This design comes from an exercise in tuning for small area, a short achievable clock period and few clock cycles per item on the open sky130 flow, not from production work. In this exercise RTL edits were held to simulation tests only and were not proved equivalent to the original. Power and IR drop assume default switching activity.

===== flow/constraint.sdc =====
create_clock -name core_clock -period 11.0 [get_ports {CLK}]
set_input_delay 2.2000 -clock core_clock [delete_from_list [all_inputs] [get_ports {CLK}]]
set_output_delay 2.2000 -clock core_clock [all_outputs]
set_load 0.01 [all_outputs]

===== flow/config.mk =====
export PLATFORM = sky130hd
export DESIGN_NAME = muldiv_controller
export DESIGN_NICKNAME = muldiv_controller
export VERILOG_FILES = /design/flow/design.v
export SDC_FILE = /design/flow/constraint.sdc
export NUM_CORES = 4
export LEC_CHECK = 0
export CAP_MARGIN = 20
export CORE_MARGIN = 2
export CORE_UTILIZATION = 40
export SLEW_MARGIN = 20

===== flow/run.sh =====
#!/bin/bash
# synth_recipe.tcl (not shown) runs the flow's synth.tcl, then flattens the netlist and writes it again
# the make line also repeats each setting of config.mk as NAME=value (left out here)
make -C /OpenROAD-flow-scripts/flow DESIGN_CONFIG=/design/flow/config.mk WORK_HOME=/design/flow/orfs CLKGATE_MAP_FILE= SYNTH_SCRIPT=/design/flow/synth_recipe.tcl finish

===== flow/design.v =====
package muldiv_controller_pkg;
   localparam int XLEN_DEF = 32;
   localparam logic [2:0] F3_MUL    = 3'b000;
   localparam logic [2:0] F3_MULH   = 3'b001;
   localparam logic [2:0] F3_MULHSU = 3'b010;
   localparam logic [2:0] F3_MULHU  = 3'b011;
   localparam logic [2:0] F3_DIV    = 3'b100;
   localparam logic [2:0] F3_DIVU   = 3'b101;
   localparam logic [2:0] F3_REM    = 3'b110;
   localparam logic [2:0] F3_REMU   = 3'b111;
   typedef enum logic [2:0] {
      ST_IDLE,
      ST_MUL,
      ST_DIV,
      ST_FIX,
      ST_DONE
   } state_t;
   function automatic logic is_div(input logic [2:0] f3);
      is_div = (f3 == F3_DIV) || (f3 == F3_DIVU) || (f3 == F3_REM) || (f3 == F3_REMU);
   endfunction
   function automatic logic is_div_signed(input logic [2:0] f3);
      is_div_signed = (f3 == F3_DIV) || (f3 == F3_REM);
   endfunction
   function automatic logic is_rem(input logic [2:0] f3);
      is_rem = (f3 == F3_REM) || (f3 == F3_REMU);
   endfunction
endpackage
module muldiv_multiplier
#(
   parameter int XLEN = muldiv_controller_pkg::XLEN_DEF
) (
   input  logic [2:0]      i_funct3,
   input  logic [XLEN-1:0] i_a,
   input  logic [XLEN-1:0] i_b,
   output logic [XLEN-1:0] o_result
);
   logic              w_a_signed;
   logic              w_b_signed;
   logic              w_high;
   logic [XLEN:0]     w_a_ext;
   logic [XLEN:0]     w_b_ext;
   logic [2*XLEN-1:0] w_a_wide;
   logic [2*XLEN-1:0] w_b_wide;
   logic [2*XLEN-1:0] w_prod;
   assign w_a_signed = (i_funct3 == muldiv_controller_pkg::F3_MULH) || (i_funct3 == muldiv_controller_pkg::F3_MULHSU);
   assign w_b_signed = (i_funct3 == muldiv_controller_pkg::F3_MULH);
   assign w_high     = (i_funct3 == muldiv_controller_pkg::F3_MULH) || (i_funct3 == muldiv_controller_pkg::F3_MULHSU) || (i_funct3 == muldiv_controller_pkg::F3_MULHU);
   assign w_a_ext = {w_a_signed & i_a[XLEN-1], i_a};
   assign w_b_ext = {w_b_signed & i_b[XLEN-1], i_b};
   assign w_a_wide = {{(XLEN-1){w_a_ext[XLEN]}}, w_a_ext};
   assign w_b_wide = {{(XLEN-1){w_b_ext[XLEN]}}, w_b_ext};
   assign w_prod   = w_a_wide * w_b_wide;
   assign o_result = w_high ? w_prod[2*XLEN-1:XLEN] : w_prod[XLEN-1:0];
endmodule
module muldiv_controller
#(
   parameter int XLEN = muldiv_controller_pkg::XLEN_DEF
) (
   input  logic            CLK,
   input  logic            RESET,
   input  logic            START,
   input  logic [2:0]      FUNCT3,
   input  logic [XLEN-1:0] OPERAND_A,
   input  logic [XLEN-1:0] OPERAND_B,
   input  logic            FLUSH,
   output logic            BUSY,
   output logic            DONE,
   output logic [XLEN-1:0] RESULT
);
   localparam int            CW       = $clog2(XLEN);
   localparam logic [CW-1:0] CNT_LAST = CW'(XLEN - 1);
   muldiv_controller_pkg::state_t          r_state;
   muldiv_controller_pkg::state_t          w_next;
   logic [2:0]      r_funct3;
   logic [XLEN-1:0] r_op_a;
   logic [XLEN-1:0] r_op_b;
   logic [XLEN-1:0] r_quot;
   logic [XLEN-1:0] r_rem;
   logic [XLEN-1:0] r_divisor;
   logic [XLEN-1:0] r_result;
   logic [CW-1:0]   r_cnt;
   logic            r_neg_q;
   logic            r_neg_r;
   logic            w_accept;
   logic            w_div_op;
   logic            w_signed;
   logic            w_a_neg;
   logic            w_b_neg;
   logic [XLEN-1:0] w_a_mag;
   logic [XLEN-1:0] w_b_mag;
   logic            w_div_zero;
   logic            w_overflow;
   logic            w_early;
   logic [XLEN-1:0] w_early_res;
   logic [XLEN-1:0] w_mul_res;
   logic [XLEN:0]   w_rem_shift;
   logic            w_ge;
   logic [XLEN-1:0] w_diff;
   logic [XLEN-1:0] w_fix_res;
   assign w_accept = ((r_state == muldiv_controller_pkg::ST_IDLE) || (r_state == muldiv_controller_pkg::ST_DONE)) && START && !FLUSH;
   assign w_div_op = muldiv_controller_pkg::is_div(FUNCT3);
   assign w_signed = muldiv_controller_pkg::is_div_signed(FUNCT3);
   assign w_a_neg  = w_signed & OPERAND_A[XLEN-1];
   assign w_b_neg  = w_signed & OPERAND_B[XLEN-1];
   assign w_a_mag  = w_a_neg ? -OPERAND_A : OPERAND_A;
   assign w_b_mag  = w_b_neg ? -OPERAND_B : OPERAND_B;
   assign w_div_zero  = (OPERAND_B == '0);
   assign w_overflow  = w_signed && (OPERAND_A == {1'b1, {(XLEN-1){1'b0}}}) && (OPERAND_B == '1);
   assign w_early     = w_div_op && (w_div_zero || w_overflow);
   assign w_early_res = w_div_zero ? (muldiv_controller_pkg::is_rem(FUNCT3) ? OPERAND_A : '1)
                                   : (muldiv_controller_pkg::is_rem(FUNCT3) ? '0 : OPERAND_A);
   muldiv_multiplier #(.XLEN(XLEN)) u_mul (
      .i_funct3 (r_funct3),
      .i_a      (r_op_a),
      .i_b      (r_op_b),
      .o_result (w_mul_res)
   );
   assign w_rem_shift = {r_rem, r_quot[XLEN-1]};
   assign w_ge        = (w_rem_shift >= {1'b0, r_divisor});
   assign w_diff      = w_rem_shift[XLEN-1:0] - r_divisor;
   assign w_fix_res = muldiv_controller_pkg::is_rem(r_funct3) ? (r_neg_r ? -r_rem : r_rem)
                                       : (r_neg_q ? -r_quot : r_quot);
   always_ff @(posedge CLK) begin
      if (RESET) r_state <= muldiv_controller_pkg::ST_IDLE;
      else       r_state <= w_next;
   end
   always_comb begin
      w_next = r_state;
      unique case (r_state)
         muldiv_controller_pkg::ST_IDLE, muldiv_controller_pkg::ST_DONE: begin
            w_next = muldiv_controller_pkg::ST_IDLE;
            if (START) begin
               if (!w_div_op)   w_next = muldiv_controller_pkg::ST_MUL;
               else if (w_early) w_next = muldiv_controller_pkg::ST_DONE;
               else             w_next = muldiv_controller_pkg::ST_DIV;
            end
         end
         muldiv_controller_pkg::ST_MUL:  w_next = muldiv_controller_pkg::ST_DONE;
         muldiv_controller_pkg::ST_DIV:  if (r_cnt == '0) w_next = muldiv_controller_pkg::ST_FIX;
         muldiv_controller_pkg::ST_FIX:  w_next = muldiv_controller_pkg::ST_DONE;
         default: w_next = muldiv_controller_pkg::ST_IDLE;
      endcase
      if (FLUSH) w_next = muldiv_controller_pkg::ST_IDLE;
   end
   always_ff @(posedge CLK) begin
      if (RESET) begin
         r_funct3  <= '0;
         r_op_a    <= '0;
         r_op_b    <= '0;
         r_quot    <= '0;
         r_rem     <= '0;
         r_divisor <= '0;
         r_result  <= '0;
         r_cnt     <= '0;
         r_neg_q   <= 1'b0;
         r_neg_r   <= 1'b0;
      end else if (w_accept) begin
         r_funct3  <= FUNCT3;
         r_op_a    <= OPERAND_A;
         r_op_b    <= OPERAND_B;
         r_quot    <= w_a_mag;
         r_rem     <= '0;
         r_divisor <= w_b_mag;
         r_cnt     <= CNT_LAST;
         r_neg_q   <= w_a_neg ^ w_b_neg;
         r_neg_r   <= w_a_neg;
         if (w_early) r_result <= w_early_res;
      end else if (!FLUSH) begin
         unique case (r_state)
            muldiv_controller_pkg::ST_MUL: r_result <= w_mul_res;
            muldiv_controller_pkg::ST_DIV: begin
               r_rem  <= w_ge ? w_diff : w_rem_shift[XLEN-1:0];
               r_quot <= {r_quot[XLEN-2:0], w_ge};
               r_cnt  <= r_cnt - CW'(1);
            end
            muldiv_controller_pkg::ST_FIX: r_result <= w_fix_res;
            default: ;
         endcase
      end
   end
   assign BUSY   = (r_state == muldiv_controller_pkg::ST_MUL) || (r_state == muldiv_controller_pkg::ST_DIV) || (r_state == muldiv_controller_pkg::ST_FIX);
   assign DONE   = (r_state == muldiv_controller_pkg::ST_DONE);
   assign RESULT = r_result;
endmodule

==> flow_summary_export.csv <==
group,metric,value,unit
status,status,"no timing/DRC/antenna violations",
timing,period_minus_slack,9520,ps
timing,tns,0,ps
drt,drtPass1Iterations,6,
timing,setup_viol,0,
placed_design,hpwl,132000,microns
logic_synthesis,synth_edf_count,0,
cells_and_area,layout_commonest_cell,"inv_1",
cells_and_area,area_growth,6.58,%
grt,grt_pass1_wl,260000,microns
drt,drc,0,
floorplanning,core,0.128,sq mm
timing,final_hold_viol_count,0,
critical_path,worstReg2RegStart,"r_funct3[1]$_SDFFE_PP0P_",
placed_design,place_inst,7600,
min_path,hold_depth,2,
floorplanning,core.rowCount,131,
drt,via_per_inst,5.46,
floorplanning,io_pins,105,
grt,grt.overflow.total,0,
cells_and_area,fin_nets,7413,
logic_synthesis,netlist_area,0.0515,sq mm
cells_and_area,drive_above_1_share,3.53,%
critical_path,critical_path_arrival,9960,ps
logic_synthesis,ys_types,83,
critical_path,crit_path_start_kind,"flip-flop",
placed_design,gp_congestion,0.965,
floorplanning,initial_core_util,40.3,%
critical_path,worstPathRequired,11450,ps
clocking,cts_inserted_buffers,24,
timing,drv_slew,0,
drt,detail-route-antenna-nets,0,
grt,grt_usage,25.7,%
critical_path,rrSetupSlack,1480,ps
min_path,min_to,"r_op_b[7]$_SDFFE_PP0P_",
critical_path,slowest_stage,"nor3_1",
grt,grt_pass1_vias,43100,
timing,fin_skew,11.4,ps
clocking,root_buffer,"clkbuf_16",
placed_design,pre_cts_ws,1500,ps
clocking,clk_pin_slew,60,ps
power,peakVddDrop,0.0782,mV
logic_synthesis,avgSynthCellArea,8.45,sq um
floorplanning,dieArea,0.132,sq mm
clocking,clk_path_buf_depth,3,
drt,drt-wirelength-per-cell,21.7,microns
floorplanning,die_h,363,microns
clocking,htree_levels,1,
timing,setup_ws,1480,ps
min_path,min-delay-start,"r_op_b[7]$_SDFFE_PP0P_",
drt,vias,41700,
timing,worstMarginPinSlew,1260,ps
critical_path,r2r_cells,29,
logic_synthesis,async_flop_share,0,%
logic_synthesis,ys_seq_elements,204,
critical_path,end_kind,"flip-flop",
drt,drt_wl_total,166000,microns
clocking,cts_tree,"done",
cells_and_area,instances_no_fill,7644,
clocking,insertion_delay,560,ps
critical_path,r2r_end,"r_result[21]$_SDFFE_PP0P_",
critical_path,slowest_delay,690,ps
logic_synthesis,ys_seq_area_share,7.93,%
logic_synthesis,syn_inst,6088,
grt,grt_antenna_before_repair,2,
logic_synthesis,synthesis.nets,7536,
timing,fin_crit_sh,86.5,%
clocking,holdBufCountCts,0,
timing,grt_setup_unrepaired,"no",
critical_path,worstSetupStartpoint,"r_funct3[1]$_SDFFE_PP0P_",
timing,max_freq,105,MHz
logic_synthesis,synth_ff_type,"dfxtp_1",
timing,maxSlewHeadroom,15.9,%
cells_and_area,layout_common_cells,"inv_1 (1230), fa_1 (1125), nand2_1 (1049)",
drt,drtIter0Drc,3419,
power,power_density,52.0,mW/mm^2
critical_path,crit_fanout,31,
logic_synthesis,synth_warnings,1,
min_path,hold_class,"reg -> reg",
flow_run,cap_violations,0,
clocking,post_cts_buffers,0,
clocking,cts.sinks,204,
power,p_total,2.85,mW
grt,grt_max_degree,78,
clocking,cts_resized,0,
placed_design,io_buffers,104,
critical_path,path_class,"reg -> reg",
cells_and_area,fin_util,43.0,%
power,leakage,24.7,nW
floorplanning,die_w,363,microns
[layout make-up]
class	instances	area [sq um]
antenna	3	7.51
clock buffer	32	672
clock inverter	8	93.8
fill	12700	72800
inverter	1230	4620
multi-input combinational	4292	41400
sequential	204	4090
tap	1662	2080
timing repair buffer	213	1880
[cells by family after synthesis]
logic type,synth area share (%)
AND/OR/NAND/NOR,16.6
buffers and inverters,11.7
adder cells (fa/ha/maj),49.9
AO/OA/AOI/OAI,10.0
flip-flops,7.93
XOR/XNOR,3.37
multiplexers,0.530
[synth_stat cells, types with 16 or more instances]
library cell  instances  area [sq um]
o41ai_1              19           166
a311oi_1             19           166
o31ai_1              33           248
nor2_1              238           893
clkbuf_1            347          1300
o21a_1               19           143
a31oi_1              24           150
nor3_1               54           270
xor2_1               86           753
nor4_1               19           119
or3_1                17           106
a21o_1               54           405
a21oi_1             283          1420
nand2_1            1050          3940
and2_1              322          2010
a221oi_1             17           149
and3_1               16           100
fa_1               1126         22500
or2_2                23           144
dfxtp_1             204          4080
nor2b_1              23           144
xnor2_1             112           981
o21ai_0             157           786
mux2i_1              25           250
nand4_1              26           163
inv_1              1230          4620
nand3_1              39           195
o21bai_1             16           120
a211oi_1             65           488
nand2b_1             17           106
ha_1                251          3140
[per-layer routing]
metal	global-route usage, %	vias up	share of wire, %
met1	35.1	21500	42
met5	0	-	0
li1	-	18300	-
met4	9.62	0	4.6
met2	41.3	1586	46
met3	4.01	301	8.0
[worst max path at each step]
stage                                end  slack (ps)  cells after the start
6_report       r_result[21]$_SDFFE_PP0P_        1480                     29
4_1_cts        r_result[21]$_SDFFE_PP0P_        1490                     29
3_5_place_dp   r_result[21]$_SDFFE_PP0P_        1500                     29
3_3_place_gp   r_result[27]$_SDFFE_PP0P_        1700                     30
5_1_grt        r_result[21]$_SDFFE_PP0P_         850                     29
2_1_floorplan  r_result[21]$_SDFFE_PP0P_        2430                     27
[registers in the layout, summed over array words and instances (netlist names)]
signal	flops
r_op_a	32
r_op_b	32
r_quot	32
r_rem	32
r_result	32
r_divisor	31
r_cnt	5
r_funct3	3
r_state	3
r_neg_q	1
r_neg_r	1
[metrics by stage]
stage          instance area, sq um  hold slack (ps)
2_1_floorplan                 51500              440
3_3_place_gp                  54100              443
3_5_place_dp                  54100              447
4_1_cts                       54800              455
5_1_grt                       54800              469
6_report                      54900              457
[critical path: cells and delay by family, from the launching register on]
kind	cells	cell delay, ps
xor gates and xnor gates	2	340
AOI/OAI and AO/OA	3	720
and+or+nand+nor	6	1630
buffers and inverters	9	1970
adders and majority gates	9	4210
DFF	1	510
[report_power, final]
group / internal, mW / switching (mW) / total, mW
combinational: 0.388 / 0.770 / 1.16
clock: 0.474 / 0.363 / 0.836
sequential: 0.775 / 0.0832 / 0.858
Testbench counts, summed over its fixed seeds: cycles 83,073, ops 4,800.

what the ideal ports hide:
How much do the figures lean on ideal ports? The routed layout below was timed once more, with nothing changed but the port constraints. Step 1, drivers: a clkbuf_16 drives CLK and a buf_2 each remaining input, both assumed. Step 2 times the ports against the registers' clock, not the clock port: input delays grow and output delays shrink by t, the midpoint of the rising clock arrivals with the driver on. Slacks: no drivers / after step 1 / after step 2; pairs: no drivers / after step 1.
t, ns: 0.597
slack for setup (ns): 1.482 / 1.482 / 1.482
worst hold slack (ns): 0.457 / 0.457 / 0.457
latest minus earliest clock arrival (ns): 0.015 / 0.015
After both steps setup and hold are still met in this run. For this run, drivers alone change the setup slack by 0.000 ns; drivers and shift together by 0.000 ns.
